Source: an optimization exercise on an open RTL-to-GDS flow (aim: small area and a short achievable clock period). Production flows keep margins and buffers that such runs may drop.
Only simulation tests tie the RTL to the original design; equivalence was not proved.
Power and IR drop assume default switching activity.

`flow/flow/run.sh`:
```
#!/bin/bash
set -euo pipefail
bash standard.sh SETUP_SLACK_MARGIN=6.5 finish > standard_finish.log 2>&1
```
`flow/standard.sh`:
```
#!/bin/bash
# synth_recipe.tcl (not shown) runs the flow's synth.tcl, then flattens the netlist and writes it again
# the make line also repeats each setting of config.mk as NAME=value (left out here)
make -C /OpenROAD-flow-scripts/flow DESIGN_CONFIG=/design/flow/config.mk WORK_HOME=/design/flow/orfs CLKGATE_MAP_FILE= SYNTH_SCRIPT=/design/flow/synth_recipe.tcl "${@:-finish}"
```
`flow/config.mk`:
```
export PLATFORM = sky130hd
export DESIGN_NAME = mac_learn_table_top
export DESIGN_NICKNAME = mac_learn_table_top
export VERILOG_FILES = /design/flow/design.v
export SDC_FILE = /design/flow/constraint.sdc
export NUM_CORES = 4
export LEC_CHECK = 0
export CAP_MARGIN = 20
export CORE_MARGIN = 2
export CORE_UTILIZATION = 50
export SLEW_MARGIN = 20
```
`flow/constraint.sdc`:
```
create_clock -name core_clock -period 10.0 [get_ports {clk}]
set_input_delay 2.0000 -clock core_clock [delete_from_list [all_inputs] [get_ports {clk}]]
set_output_delay 2.0000 -clock core_clock [all_outputs]
set_load 0.01 [all_outputs]
```
`flow/design.v`:
```
module mac_learn_table_top (
    input  logic        clk,
    input  logic        rst,
    input  logic        lrn_valid,
    output logic        lrn_ready,
    input  logic [47:0] lrn_mac,
    input  logic [7:0]  lrn_port,
    input  logic        lkp_valid,
    input  logic [47:0] lkp_mac,
    input  logic [7:0]  lkp_src_port,
    output logic        res_valid,
    output logic        res_hit,
    output logic [7:0]  res_port_mask,
    output logic [5:0]  entry_count,
    output logic        table_full,
    output logic        lrn_drop
);
    mac_learn_table #(
        .PORT_NUMBER(8),
        .TABLE_DEPTH(32)
    ) u_tbl (
        .clk          (clk),
        .rst          (rst),
        .lrn_valid    (lrn_valid),
        .lrn_ready    (lrn_ready),
        .lrn_mac      (lrn_mac),
        .lrn_port     (lrn_port),
        .lkp_valid    (lkp_valid),
        .lkp_mac      (lkp_mac),
        .lkp_src_port (lkp_src_port),
        .res_valid    (res_valid),
        .res_hit      (res_hit),
        .res_port_mask(res_port_mask),
        .entry_count  (entry_count),
        .table_full   (table_full),
        .lrn_drop     (lrn_drop)
    );
endmodule

module mac_learn_table #(
    parameter int PORT_NUMBER = 4,
    parameter int TABLE_DEPTH = 16,
    parameter int AGE_PERIOD  = 1000000,
    parameter int AGE_MAX     = 3
) (
    input  logic                           clk,
    input  logic                           rst,
    input  logic                           lrn_valid,
    output logic                           lrn_ready,
    input  logic [47:0]                    lrn_mac,
    input  logic [PORT_NUMBER-1:0]         lrn_port,
    input  logic                           lkp_valid,
    input  logic [47:0]                    lkp_mac,
    input  logic [PORT_NUMBER-1:0]         lkp_src_port,
    output logic                           res_valid,
    output logic                           res_hit,
    output logic [PORT_NUMBER-1:0]         res_port_mask,
    output logic [$clog2(TABLE_DEPTH+1)-1:0] entry_count,
    output logic                           table_full,
    output logic                           lrn_drop
);
    localparam int CNT_W = $clog2(TABLE_DEPTH + 1);
    localparam int LW    = 23;
    localparam int HW    = 24;
    wire [LW-1:0] lrn_l = lrn_mac[22:0];
    wire [HW-1:0] lrn_h = {lrn_mac[47:41], lrn_mac[39:23]};
    wire [LW-1:0] lkp_l = lkp_mac[22:0];
    wire [HW-1:0] lkp_h = {lkp_mac[47:41], lkp_mac[39:23]};
    logic rdy, s_cmp, s_wr, s_pw;
    logic drop_q, hit_q;
    logic [CNT_W-1:0] cnt, cnt_p;
    logic full;
    logic [LW-1:0]          lq_l;
    logic [HW-1:0]          lq_h;
    logic [PORT_NUMBER-1:0] lrn_port_q;
    logic [LW-1:0]          ent_l    [TABLE_DEPTH];
    logic [HW-1:0]          ent_h    [TABLE_DEPTH];
    logic [PORT_NUMBER-1:0] ent_port [TABLE_DEPTH];
    logic [TABLE_DEPTH-1:0] valid_p, alloc, lrn_pm, lrn_match, lrn_match_q, lk_pm, lk_match;
    logic                   lrn_hit;
    generate
        if ((1 << (CNT_W - 1)) == TABLE_DEPTH) begin : g_full_pow2
            assign full = cnt[CNT_W-1];
        end else begin : g_full_cmp
            assign full = (cnt == CNT_W'(TABLE_DEPTH));
        end
    endgenerate
    always_comb begin
        for (int i = 0; i < TABLE_DEPTH; i++) begin
            valid_p[i] = (cnt_p > CNT_W'(i));
            alloc[i]   = (cnt == CNT_W'(i));
        end
    end
    always_comb begin
        for (int i = 0; i < TABLE_DEPTH; i++) begin
            lrn_match[i] = valid_p[i] && lrn_pm[i] && (ent_h[i] == lq_h);
        end
    end
    assign lrn_hit = |lrn_match;
    wire accept_in = lrn_valid && !lrn_mac[40];
    always_ff @(posedge clk or posedge rst) begin
        if (rst) begin
            rdy    <= 1'b1;
            s_cmp  <= 1'b0;
            s_wr   <= 1'b0;
            s_pw   <= 1'b0;
            drop_q <= 1'b0;
            cnt    <= '0;
            cnt_p  <= '0;
        end else begin
            rdy    <= (rdy && !accept_in) || s_wr;
            s_cmp  <= rdy && accept_in;
            s_wr   <= s_cmp;
            s_pw   <= s_wr;
            drop_q <= s_cmp && !lrn_hit && full;
            if (s_wr && !hit_q && !full) cnt <= cnt + 1'b1;
            cnt_p  <= cnt;
        end
    end
    always_ff @(posedge clk) begin
        for (int i = 0; i < TABLE_DEPTH; i++) begin
            lrn_pm[i] <= (ent_l[i] == lrn_l);
        end
        if (s_cmp) begin
            hit_q       <= lrn_hit;
            lrn_match_q <= lrn_match;
        end
        if (rdy) begin
            lq_l       <= lrn_l;
            lq_h       <= lrn_h;
            lrn_port_q <= lrn_port;
        end
    end
    always_ff @(posedge clk) begin
        for (int i = 0; i < TABLE_DEPTH; i++) begin
            if (s_wr && !hit_q && alloc[i]) begin
                ent_l[i] <= lq_l;
                ent_h[i] <= lq_h;
            end
            if ((s_wr && !hit_q && alloc[i]) || (s_pw && lrn_match_q[i])) ent_port[i] <= lrn_port_q;
        end
    end
    assign lrn_ready   = rdy;
    assign lrn_drop    = drop_q;
    assign entry_count = cnt;
    assign table_full  = full;
    logic                   lk_v, lk_e;
    logic [HW-1:0]          lk_h;
    logic [PORT_NUMBER-1:0] lk_src;
    always_ff @(posedge clk or posedge rst) begin
        if (rst) lk_v <= 1'b0;
        else     lk_v <= lkp_valid;
    end
    always_ff @(posedge clk) begin
        lk_e   <= !lkp_mac[40];
        lk_h   <= lkp_h;
        lk_src <= lkp_src_port;
        for (int i = 0; i < TABLE_DEPTH; i++) begin
            lk_pm[i] <= (ent_l[i] == lkp_l);
        end
    end
    logic                   lk_hit;
    logic [PORT_NUMBER-1:0] lk_port;
    always_comb begin
        lk_port = '0;
        for (int i = 0; i < TABLE_DEPTH; i++) begin
            lk_match[i] = valid_p[i] && lk_pm[i] && (ent_h[i] == lk_h);
            lk_port     = lk_port | ({PORT_NUMBER{lk_match[i]}} & ent_port[i]);
        end
    end
    assign lk_hit = lk_e && (|lk_match);
    always_ff @(posedge clk or posedge rst) begin
        if (rst) begin
            res_valid     <= 1'b0;
            res_hit       <= 1'b0;
            res_port_mask <= '0;
        end else begin
            res_valid     <= lk_v;
            res_hit       <= lk_v && lk_hit;
            res_port_mask <= {PORT_NUMBER{lk_v}} & ~lk_src & (lk_port | {PORT_NUMBER{!lk_hit}});
        end
    end
endmodule
```
==> notes.md, run 1 <==
Clock Root Buffer clkbuf_16; Pleak 36.1 nW; met3 wire length 42.3 mm; Crit path arrival time roughly 4.3 ns; die height 449 um; worst hold path class register to register; Power Dens Cells about 180 nW/um^2; Die Width 449 um; critical path endpoint category register; Post-CTS Hold Fix Bufs 0; Initial Util 50.3%; crit path from lrn_mac[20]; worst path required time 10.70 ns; top_reg_cell synth edfxtp_1; Slew Limit Headroom 21.1%; most frequent cells in the layout 1,848 x edfxtp_1, 1,536 x xnor2_1, 1,468 x xor2_1, 704 x nand4_1, 356 x nor4_1; Startpoint Class input pin; share of cells above drive strength 1 10.9%; CTS tree yes; final hold vios 0; RSZ-0062 raised after global routing yes; CORE AREA 197,000 sq um; row cnt ~160; Met1 Wirelength roughly 150 mm; DRC violations left 0; Synth cell types 78; Max Freq 275 MHz; H-tree levels 4; DIE AREA 202,000 sq um; Reg clk slew, reported paths about 0.06 ns; GRT Overall Usage 39.4%; hold_sp u_tbl.lk_src[2]; #FFs+latches synth approximately 2,000; Crit-path slowest cell nor3_1; PortBufs 134; Final Core Density around 57%; Syn. warnings 4; initial antenna violation count 20; Overall Power 0.0197 W; critical path class input pin to register; synthesized cell area 99,000 sq um; post-synthesis sequential area ratio 58.7%; Clk Latency, worst-skew pair 0.89 ns; R2R Path Start u_tbl.lk_h[19]; grt ovf 0; first-pass GRT wire length between 500 and 600 mm; asr flop ratio synth 1.42%; crit-path max FO 21; metal2 WL 184 mm; Final GP Congestion just over 1; Worst path max stage delay 0.58 ns; post-synth net total 7,640; DR pass1 iterations 6; vias 68,700; Hold Slack 0.381 ns; drt wl/cell 38.3 um; CTS Buf Count 215; fin nets 7,903; Post-synth EDFFs roughly 1,800; Synth Area per Inst 13.2 sq um; setup TNS 0 ns; period utilisation layout 36.4%; vias per cell 6.48; number of global-route vias before repair 67,200; uppermost layer routed met5; Clock Tree Buf Depth 3; critical path, cell by cell buf_2 > buf_6 > xor2_1 > nor4_1 > nand4_1 > nor3_1; max capacitance violation total 0; routed wire length 406 mm; Post-DP HPWL 250 mm; cells after synthesis 7,520; largest net degree at the start of global routing 65; Max Slew Vio Count 0; Area growth syn-to-layout 13.7%; status no timing/DRC/antenna violations; worst slew pin tran 1.17 ns; fin crit period 3.64 ns; I/O pin total 135; final setup fails 0; Detail Route Antenna Nets 0; clock sink count 1,973; Detailed Route Iter0 Violations 9,611; commonest non-fill, non-tap cell in the layout edfxtp_1; skew final 0.0275 ns; Peak VDD IR 0.210 mV
==> timing repair <==
item	4_1_cts	5_1_grt
pin swaps	9	8
buffers inserted	71	14
cloned	3	1
resized for setup	220	49
setup endpoints to repair	232	117
==> routing by layer <==
metal / up-vias / GRT usage, %
met5: - / 0
met4: 8 / 24.0
met3: 1286 / 8.38
li1: 28000 / -
met2: 4565 / 62.1
met1: 34900 / 50.0
==> sequential cells by signal, indices dropped and copies added (netlist names), 6 cells and up <==
signal and count:
u_tbl.lrn_port_q 8, u_tbl.cnt 6, u_tbl.lk_pm 32, u_tbl.lk_h 24
u_tbl.ent_port 256, u_tbl.ent_l 736, u_tbl.lrn_match_q 32, u_tbl.cnt_p 6
u_tbl.res_port_mask 8, u_tbl.lq_h 24, u_tbl.lrn_pm 32, u_tbl.lq_l 23
u_tbl.lk_src 8, u_tbl.ent_h 768
==> worst max-delay path: cells and delay by family <==
kind | cells | cell delay (ns)
xor+xnor | 1 | 0.15
buf+inv | 2 | 1.03
simple gates | 3 | 1.09
==> cells in the mapped netlist, types with 9 or more instances <==
master     number  share of area (%)
buf_1         115               0.44
buf_2         151               0.76
a22oi_1        18               0.14
dfxtp_1        97                2.0
dfrtp_1        27               0.68
nand2_1       116               0.44
o22ai_1        11              0.070
edfxtp_1     1848                 56
or4_1          19               0.14
clkbuf_1      101               0.38
xor2_1       1468                 13
nor2_1        123               0.47
inv_1          55               0.21
and2_1         15              0.095
o211ai_1       16               0.12
nand2b_1       25               0.16
buf_4          40               0.30
nor4_1        400                2.5
nor3_1        217                1.1
nand3_1       152               0.77
and4_1         17               0.15
xnor2_1      1536                 14
nor3b_1         9              0.068
a21o_1         39               0.30
nand4_1       704                4.4
and3_1         60               0.38
o2111ai_1      10              0.088
==> area by class of cell <==
| class | count | area (sq um) |
|---|---|---|
| timing repair buffer | 454 | 4120 |
| inverter | 55 | 206 |
| fill | 16100 | 84400 |
| clock inverter | 112 | 1150 |
| tap | 2640 | 3300 |
| clock buffer | 282 | 5920 |
| antenna | 5 | 12.5 |
| multi-input combinational | 5084 | 39600 |
| sequential | 1973 | 58200 |
==> power breakdown <==
part | internal, W | switching [W] | total, W | leakage, nW
sequential | 0.00922 | 0.0000874 | 0.00931 | 17.8
combinational | 0.000622 | 0.00165 | 0.00228 | 14.9
clock | 0.00471 | 0.00343 | 0.00814 | 3.48
total | 0.0146 | 0.00517 | 0.0197 | 36.1
==> logic make-up (layout without fill, tap and decap cells) <==
| family | count (synthesis) | in the layout | share of synthesized area, % |
|---|---|---|---|
| compound gates | 172 | 172 | 1.38 |
| buf+inv | 466 | 903 | 2.14 |
| other cells | 0 | 5 | 0 |
| fa+ha+maj | 4 | 4 | 0.0505 |
| xor+xnor | 3004 | 3004 | 26.6 |
| simple gates | 1901 | 1904 | 11.1 |
| flops | 1973 | 1973 | 58.7 |
==> through the flow <==
step,instances,setup WS [ns],area (sq um)
floorplan,7520,5.96,99100
global placement,10100,5.30,104000
detailed placement,10100,5.26,104000
CTS,10600,6.30,112000
global route,10600,6.38,113000
finish,10600,6.36,113000
==> path summary, 6_finish.rpt <==
path | cells after the start | end | slack, ns
hold / removal | 1 | u_tbl.res_port_mask[2] | 0.38
setup reg to reg | 9 | u_tbl.res_port_mask[6] | 6.36
setup / recovery | 6 | u_tbl.lrn_pm[11] | 6.36
max in group asynchronous | 3 | u_tbl.cnt[4] | 8.05
hold reg to reg | 1 | u_tbl.res_port_mask[2] | 0.38
min in group asynchronous | 3 | u_tbl.res_port_mask[6] | 1.56
==> run 2, diff against run 1 <==
--- a/flow/config.mk
+++ b/flow/config.mk
@@ -8,4 +8,6 @@
 export CAP_MARGIN = 20
 export CORE_MARGIN = 2
 export CORE_UTILIZATION = 50
+export CTS_CLUSTER_DIAMETER = 60
+export CTS_CLUSTER_SIZE = 25
 export SLEW_MARGIN = 20
==> run 2 against run 1 <==
  * Global-route usage shrank 0.15 points
  * Combinational power barely moved
  * Setup slack improved by 0.010 ns
  * Flip-flop and latch count unchanged
  * Critical endpoint is now u_tbl.res_port_mask[6]
==> notes.md, run 2 <==
status no timing/DRC/antenna violations (unchanged); routed wire length 405 mm (was 406 mm); Sw Share 28.0% (was 26.2%); DIE AREA 202,000 sq um (unchanged); post-synthesis sequential area ratio 58.7% (unchanged); Initial Util 50.3% (unchanged); fin nets 7,829 (was 7,903); top flop regs u_tbl.ent_h: 768 flops, u_tbl.ent_l: 736 flops, u_tbl.ent_port: 256 flops (unchanged); Biggest register u_tbl.ent_h (unchanged); PortBufs 134 (unchanged); Net Switching 0.00522 W (was 0.00517 W); clock sink count 1,973 (unchanged); first-pass GRT wire length 546 mm (was 549 mm); critical path class register to register (was input pin to register); Overall Power 0.0186 W (was 0.0197 W); Max Freq 275 MHz (about the same); Synth area leaders edfxtp_1 56%, xnor2_1 14%, xor2_1 13% (unchanged); Die Width 449 um (unchanged); #FFs+latches synth 1,973 (unchanged); grt ovf 0 (unchanged); I/O pin total 135 (unchanged); Post-synth EDFFs 1,848 (unchanged); number of global-route vias before repair 66,500 (was 67,200); row cnt 163 (unchanged); Crit path arrival time 4.30 ns (was 4.34 ns); Post-DP HPWL 250 mm (unchanged); initial antenna violation count 21 (was 20); crit-path max FO 23 (was 21); worst slew pin tran 1.12 ns (was 1.17 ns); Pleak 35.3 nW (was 36.1 nW); top_reg_cell synth edfxtp_1 (unchanged); Non-Filler Instances 10,500 (was 10,600); CORE AREA 197,000 sq um (unchanged); Startpoint Class register (was input pin); period utilisation layout 36.3% (was 36.4%); final hold vios 0 (unchanged); critical path endpoint category register (unchanged); worst hold path class register to register (unchanged); Post-CTS Hold Fix Bufs 0 (unchanged); RSZ-0062 raised after global routing yes (unchanged); Clock Root Buffer clkbuf_16 (unchanged); Int Power 0.0134 W (was 0.0146 W); Clk Latency, worst-skew pair 0.86 ns (was 0.89 ns); cells after synthesis 7,520 (unchanged); area of placed instances 104,000 sq um (unchanged); Final GP Congestion 1.03 (unchanged); CTS tree yes (unchanged); setup TNS 0 ns (unchanged); Detailed Route Iter0 Violations 9,797 (was 9,611); CTS Buf Count 164 (was 215); WP buf/inv 1 (was 2); most frequent cells in the layout 1,848 x edfxtp_1, 1,536 x xnor2_1, 1,468 x xor2_1, 704 x nand4_1, 355 x nor4_1 (was 1,848 x edfxtp_1, 1,536 x xnor2_1, 1,468 x xor2_1, 704 x nand4_1, 356 x nor4_1); delay-heaviest family, CP simple AND/OR/NAND/NOR gates (unchanged); biggest area consumer among synthesized cells edfxtp_1 (unchanged); Area growth syn-to-layout 12.2% (was 13.7%); Peak VDD IR 0.193 mV (was 0.210 mV); synthesized cell area 99,000 sq um (unchanged); DRC violations left 0 (unchanged); vias per cell 6.53 (was 6.48); share of cells above drive strength 1 10.4% (was 10.9%); vias 68,500 (was 68,700); die height 449 um (unchanged); largest net degree at the start of global routing 65 (unchanged); Crit-path slowest cell dfxtp_4 (was nor3_1); Post-Layout Inst Area 111,000 sq um (was 113,000 sq um); commonest non-fill, non-tap cell in the layout edfxtp_1 (unchanged); max capacitance violation total 0 (unchanged); fin crit period 3.63 ns (was 3.64 ns); post-synth net total 7,640 (unchanged); Synth cell types 78 (unchanged); skew final 0.0389 ns (was 0.0275 ns); Syn. warnings 4 (unchanged); H-tree levels 4 (unchanged); Slew Limit Headroom 25.3% (was 21.1%); power share of the combinational group 12.1% (was 11.5%); count leader, synth edfxtp_1 (unchanged); critical path, cell by cell buf_8 > xnor2_1 > nand4_1 > nor4_1 > and4_2 > nand4b_1 > nor4_4 > a41oi_2 > a41oi_1 (was buf_2 > buf_6 > xor2_1 > nor4_1 > nand4_1 > nor3_1); GRT Overall Usage 39.3% (was 39.4%); Reg clk slew, reported paths 0.08 ns (was 0.06 ns); asr flop ratio synth 1.42% (unchanged); top post-synthesis cells by count 1,848 x edfxtp_1, 1,536 x xnor2_1, 1,468 x xor2_1 (unchanged); final setup fails 0 (unchanged); worst path required time 10.67 ns (was 10.70 ns); Worst path max stage delay 0.59 ns (was 0.58 ns); Clock Tree Buf Depth 3 (unchanged); Synth Area per Inst 13.2 sq um (unchanged); Max Slew Vio Count 0 (unchanged); Power Dens Cells 168 nW/um^2 (was 175 nW/um^2); drt wl/cell 38.6 um (was 38.3 um); Largest register FFs 768 (unchanged); sequential share of power 49.9% (was 47.2%); Yosys top cell area share 56.0% (unchanged); DR pass1 iterations 6 (unchanged); Clock power frac 38.0% (was 41.3%); Detail Route Antenna Nets 0 (unchanged); Post-Place Cells 10,100 (unchanged)
run 2: cell count changes in the layout (fill, tap and decap cells not counted), moves of 12 or more:
cell	delta
buf_4	-25
inv_6	+17
inv_8	+18
bufinv_16	-12
clkinv_2	-31
clkinv_4	+12
clkbuf_1	-32
clkinv_8	+16
clkinv_1	-29
clkbuf_16	-50
run 2: cell families (layout without fill, tap and decap cells):
kind of cell	after synthesis	after routing	share of synthesized area [%]
AO/OA/AOI/OAI	172	172	1.38
XOR/XNOR	3004	3004	26.6
adder cells (fa/ha/maj)	4	4	0.0505
buffers and inverters	466	788	2.14
flip-flops	1973	1973	58.7
other	0	9	0
AND/OR/NAND/NOR	1901	1904	11.1
run 2: per-layer routing:
metal  global-route usage, %  up-vias  wire, um
li1                        -    27800         -
met1                    50.4    34800    151000
met2                    62.0     4703    184000
met3                    7.56     1232     41700
met4                    23.3        8     28900
met5                       0        -        59
run 2: repair_timing:
item                                    CTS  global route
cloned                                    3             0
endpoints found under the setup margin  234           108
pin swaps                                 9             6
resized for setup                       218            47
setup buffers                            56             7
run 2: worst paths after layout:
path	startpoint	end	slack, ns	depth (start not counted)
max	u_tbl.lk_h[10]	u_tbl.res_port_mask[6]	6.37	9
min	u_tbl.lk_src[7]	u_tbl.res_port_mask[7]	0.38	1
max reg2reg	u_tbl.lk_h[10]	u_tbl.res_port_mask[6]	6.37	9
min reg2reg	u_tbl.lk_src[7]	u_tbl.res_port_mask[7]	0.38	1
max in group asynchronous	rst	u_tbl.cnt[1]	8.03	3
min in group asynchronous	rst	u_tbl.s_cmp	1.58	3
run 2: area by class of cell:
type                    count  area, sq um
flip-flops and latches   1973        58200
well taps                2640         3300
repair buffers            431         3950
inverters                  55          206
clock buffers             190         4420
fillers                 16100        85900
diodes                      9         22.5
clock inverters           112         1340
multi-input cells        5084        39600
run 2: power groups by stage:
stage | registers (W) | logic, W | clock network (W)
after global placement | 0.00954 | 0.00206 | 0
after floorplan | 0.00954 | 0.00107 | 0
after detailed placement | 0.00954 | 0.00207 | 0
final | 0.00930 | 0.00226 | 0.00708
after CTS | 0.00930 | 0.00219 | 0.00710
after global routing | 0.00930 | 0.00230 | 0.00740
run 2: per-stage QoR:
step	utilization [%]	setup WS [ns]	hold WS [ns]
after floorplan	-	5.96	0.364
after global placement	52.7	5.30	0.373
after detailed placement	52.7	5.26	0.374
after CTS	56.3	6.32	0.385
after global routing	56.4	6.39	0.388
final	56.4	6.37	0.379
==> run 3, diff against run 2 <==
--- a/flow/design.v
+++ b/flow/design.v
@@ -75,7 +75,7 @@
     logic [PORT_NUMBER-1:0] lrn_port_q;
     logic [LW-1:0]          ent_l    [TABLE_DEPTH];
     logic [HW-1:0]          ent_h    [TABLE_DEPTH];
-    logic [PORT_NUMBER-1:0] ent_port [TABLE_DEPTH];
+    logic [PORT_NUMBER-1:0] ent_portn [TABLE_DEPTH];   
     logic [TABLE_DEPTH-1:0] valid_p, alloc, lrn_pm, lrn_match, lrn_match_q, lk_pm, lk_match;
     logic                   lrn_hit;
     generate
@@ -137,7 +137,7 @@
                 ent_l[i] <= lq_l;
                 ent_h[i] <= lq_h;
             end
-            if ((s_wr && !hit_q && alloc[i]) || (s_pw && lrn_match_q[i])) ent_port[i] <= lrn_port_q;
+            if ((s_wr && !hit_q && alloc[i]) || (s_pw && lrn_match_q[i])) ent_portn[i] <= ~lrn_port_q;
         end
     end
     assign lrn_ready   = rdy;
@@ -160,12 +160,12 @@
         end
     end
     logic                   lk_hit;
-    logic [PORT_NUMBER-1:0] lk_port;
+    logic [PORT_NUMBER-1:0] lk_clr;
     always_comb begin
-        lk_port = '0;
+        lk_clr = '0;
         for (int i = 0; i < TABLE_DEPTH; i++) begin
             lk_match[i] = valid_p[i] && lk_pm[i] && (ent_h[i] == lk_h);
-            lk_port     = lk_port | ({PORT_NUMBER{lk_match[i]}} & ent_port[i]);
+            lk_clr      = lk_clr | ({PORT_NUMBER{lk_match[i]}} & ent_portn[i]);
         end
     end
     assign lk_hit = lk_e && (|lk_match);
@@ -177,7 +177,7 @@
         end else begin
             res_valid     <= lk_v;
             res_hit       <= lk_v && lk_hit;
-            res_port_mask <= {PORT_NUMBER{lk_v}} & ~lk_src & (lk_port | {PORT_NUMBER{!lk_hit}});
+            res_port_mask <= {PORT_NUMBER{lk_v}} & ~lk_src & ~({PORT_NUMBER{lk_e}} & lk_clr);
         end
     end
 endmodule
==> run 3 against run 2 <==
  * Die area increased by 0.48%
  * Wire length increased by 0.26%
  * First-iteration DRC count increased by 2.8%
  * Synthesized cell count about the same
  * Critical endpoint is now lrn_ready
  * Setup slack got worse by 0.15 ns
  * Critical path depth decreased by 8
  * Core utilization about the same
  * Non-clock buffer count increased by 6
  * Sequential share of layout area decreased by 0.13 points
  * Still clean
  * Worst hold slack improved by 0.081 ns
  * Clock skew increased by 0.0085 ns
==> notes.md, run 3 <==
Synth Area in Adders 0.0503% (was 0.0505%); top flop regs u_tbl.ent_h: 768 flops, u_tbl.ent_l: 736 flops, u_tbl.ent_portn: 256 flops (was u_tbl.ent_h: 768 flops, u_tbl.ent_l: 736 flops, u_tbl.ent_port: 256 flops); final setup fails 0 (unchanged); synthesized cell area 99,500 sq um (was 99,000 sq um); critical path endpoint category output port (was register); Detail Route Antenna Nets 0 (unchanged); post-synthesis sequential area ratio 58.4% (was 58.7%); top post-synthesis cells by count 1,848 x edfxtp_1, 1,529 x xnor2_1, 1,482 x xor2_1 (was 1,848 x edfxtp_1, 1,536 x xnor2_1, 1,468 x xor2_1); Synth area leaders edfxtp_1 56%, xnor2_1 13%, xor2_1 13% (was edfxtp_1 56%, xnor2_1 14%, xor2_1 13%); Post-DP HPWL 250 mm (about the same); Clk Latency, worst-skew pair 0.86 ns (about the same); I/O pin total 135 (unchanged); Reg clk slew, reported paths 0.08 ns (about the same); commonest non-fill, non-tap cell in the layout edfxtp_1 (unchanged); skew final 0.0474 ns (was 0.0389 ns); Overall Power 0.0187 W (was 0.0186 W); met3 wire length 43.5 mm (was 41.7 mm); Met1 Wirelength 152 mm (was 151 mm); clock sink count 1,973 (unchanged); worst hold path class register to register (unchanged); Area growth syn-to-layout 12.0% (was 12.2%); number of global-route vias before repair 66,000 (was 66,500); Synth cell types 83 (was 78); final hold vios 0 (unchanged); drt wl/cell 38.7 um (was 38.6 um); WP buf/inv 1 (unchanged); Die Width 450 um (was 449 um); DR pass1 iterations 17 (was 6); Slew Limit Headroom 16.3% (was 25.3%); Max Slew Vio Count 0 (unchanged); GRT Overall Usage 39.2% (was 39.3%); area of the multi-input gates 39,900 sq um (was 39,600 sq um); Max Freq 265 MHz (was 275 MHz); delay-heaviest family, CP flip-flops (was simple AND/OR/NAND/NOR gates); routed wire length 406 mm (was 405 mm); DIE AREA 203,000 sq um (was 202,000 sq um); fin crit period 3.78 ns (was 3.63 ns); Crit path arrival time 1.78 ns (was 4.30 ns); CTS Buf Count 160 (was 164); Synth Area in Compound Gates 1.80% (was 1.38%); Clock Tree Buf Depth 3 (unchanged); row cnt 163 (unchanged); Startpoint Class register (unchanged); largest family of logic cells by synthesized area XOR/XNOR gates (unchanged); asr flop ratio synth 1.42% (unchanged); biggest area consumer among synthesized cells edfxtp_1 (unchanged); Detailed Route Iter0 Violations 10,100 (was 9,797); most frequent cells in the layout 1,848 x edfxtp_1, 1,529 x xnor2_1, 1,482 x xor2_1, 583 x nand4_1, 396 x nor4_1 (was 1,848 x edfxtp_1, 1,536 x xnor2_1, 1,468 x xor2_1, 704 x nand4_1, 355 x nor4_1); setup TNS 0 ns (unchanged); first-pass GRT wire length 547 mm (was 546 mm); H-tree levels 4 (unchanged); fill cell count 16,000 (was 16,100); grt ovf 0 (unchanged); worst slew pin tran 1.26 ns (was 1.12 ns); metal2 WL 180 mm (was 184 mm); CORE AREA 198,000 sq um (was 197,000 sq um); period utilisation layout 37.8% (was 36.3%); RSZ-0062 raised after global routing yes (unchanged); Pleak 35.5 nW (was 35.3 nW); Synth Area per Inst 13.2 sq um (about the same); count leader, synth edfxtp_1 (unchanged); top_reg_cell synth edfxtp_1 (unchanged); Clock Root Buffer clkbuf_16 (unchanged); Post-synth EDFFs 1,848 (unchanged); DRC violations left 0 (unchanged); Syn. warnings 4 (unchanged); cells after synthesis 7,519 (was 7,520); post-synth net total 7,639 (was 7,640); post-synthesis xor/xnor area fraction 26.5% (was 26.6%); die height 450 um (was 449 um); #FFs+latches synth 1,973 (unchanged); Crit-path slowest cell dfstp_4 (was dfxtp_4); initial antenna violation count 16 (was 21); Final GP Congestion 1.00 (was 1.03); Initial Util 50.3% (about the same); vias 68,700 (was 68,500); max capacitance violation total 0 (unchanged); status no timing/DRC/antenna violations (unchanged); Worst path max stage delay 0.78 ns (was 0.59 ns); uppermost layer routed met4 (was met5); Biggest register u_tbl.ent_h (unchanged); share of cells above drive strength 1 10.1% (was 10.4%); Sequential Area 58,200 sq um (about the same); crit-path max FO 2 (was 23); vias per cell 6.56 (was 6.53); critical path, cell by cell buf_6 (was buf_8 > xnor2_1 > nand4_1 > nor4_1 > and4_2 > nand4b_1 > nor4_4 > a41oi_2 > a41oi_1); Yosys top cell area share 55.8% (was 56.0%); critical path class register to output port (was register to register); PortBufs 134 (unchanged); Simple-Gate Fraction of Synth Area 10.9% (was 11.1%); Largest register FFs 768 (unchanged); Power Dens Cells 168 nW/um^2 (about the same); post-synthesis mux area share 0% (unchanged); CTS tree yes (unchanged); Peak VDD IR 0.241 mV (was 0.193 mV); fin nets 7,826 (was 7,829); largest net degree at the start of global routing 65 (unchanged); worst path required time 8.00 ns (was 10.67 ns)
[run 3: kinds of logic after synthesis]
logic type	count (synthesis)
XOR/XNOR	3011
flip-flops	1973
AND/OR/NAND/NOR	1831
buffers and inverters	486
AO/OA/AOI/OAI	214
adder cells (fa/ha/maj)	4
[run 3: final timing paths]
path / startpoint / end / slack [ns] / depth (start not counted)
min: u_tbl.lq_l[11] / u_tbl.ent_l[31][11] / 0.46 / 0
max: u_tbl.rdy / lrn_ready / 6.22 / 1
max in group asynchronous: rst / u_tbl.cnt[5] / 7.90 / 3
min reg2reg: u_tbl.lq_l[11] / u_tbl.ent_l[31][11] / 0.46 / 0
min in group asynchronous: rst / u_tbl.res_valid / 1.61 / 3
max reg2reg: u_tbl.lk_h[22] / u_tbl.res_port_mask[5] / 6.37 / 9
[run 3: worst register-to-register path, delay by kind of cell (launching register included)]
family / cells / cell delay [ns]
compound gates: 2 / 0.41
simple gates: 4 / 1.40
buf+inv: 2 / 0.73
flops: 1 / 0.71
xor+xnor: 1 / 0.24
[run 3: metal layers]
metal  track usage, %  up-vias
li1                 -    27900
met1             50.7    35000
met2             60.4     4692
met3             8.17     1145
met4             24.3        0
met5                0        -
[run 3: cell type report]
cell class                      count  area share, %
Multi-Input combinational cell   5064           35.8
Sequential cell                  1973           52.3
Clock buffer                      187           3.85
Timing Repair Buffer              437           3.57
Clock inverter                    108           1.31
Tap cell                         2640           2.97
Antenna cell                        6         0.0135
Inverter                           70          0.236
[run 3: what timing repair did]
action,CTS,global route
cloned,3,1
hold buffers,0,0
endpoints found under the setup margin,271,75
buffers inserted,53,10
pin swaps,4,2
gates resized for setup,174,49
[run 3: stage by stage]
| step | setup WS, ns | hold slack [ns] | util (%) | std cells | area, sq um |
|---|---|---|---|---|---|
| floorplan | 5.97 | 0.368 | - | 7519 | 99500 |
| global route | 6.18 | 0.468 | 56.4 | 10500 | 111000 |
| finish | 6.22 | 0.459 | 56.4 | 10500 | 111000 |
| global placement | 5.38 | 0.437 | 52.8 | 10100 | 104000 |
| CTS | 6.18 | 0.459 | 56.2 | 10500 | 111000 |
| detailed placement | 5.52 | 0.440 | 52.8 | 10100 | 104000 |
[run 3: where the power goes]
part / leakage [nW] / switching, W / internal [W]
combinational: 14.9 / 0.00163 / 0.000619
clock: 2.77 / 0.00344 / 0.00366
sequential: 17.8 / 0.000111 / 0.00921
total: 35.5 / 0.00518 / 0.0135

separate check: timing with driven ports:
In the flow no input, the clock included, has a driving cell. The finished layouts below were timed again as built, in two steps. Step 1 assumes that a clkbuf_16 drives the clock port and a buf_2 every other input. Step 2 adds t to the input delays and takes it off the output delays; t is the mean of the earliest and latest rising clock arrival at the registers after step 1. Input paths then give back, and output paths get back, about the clock's delay inside the block. Three values: ideal ports, drivers, drivers and shift; two values: the first two.
run | t (ns) | slack for setup (ns) | worst setup path after step 2
run 1 | 0.966 | 6.358 / 6.344 / 5.463 | input to register
run 2 | 0.936 | 6.368 / 6.360 / 5.552 | input to register
run 3 | 0.934 | 6.223 / 6.128 / 5.612 | input to register
After both steps every run listed still meets setup and hold. For run 1, which loses most, drivers alone change the setup slack by -0.014 ns; drivers and shift together by -0.895 ns.
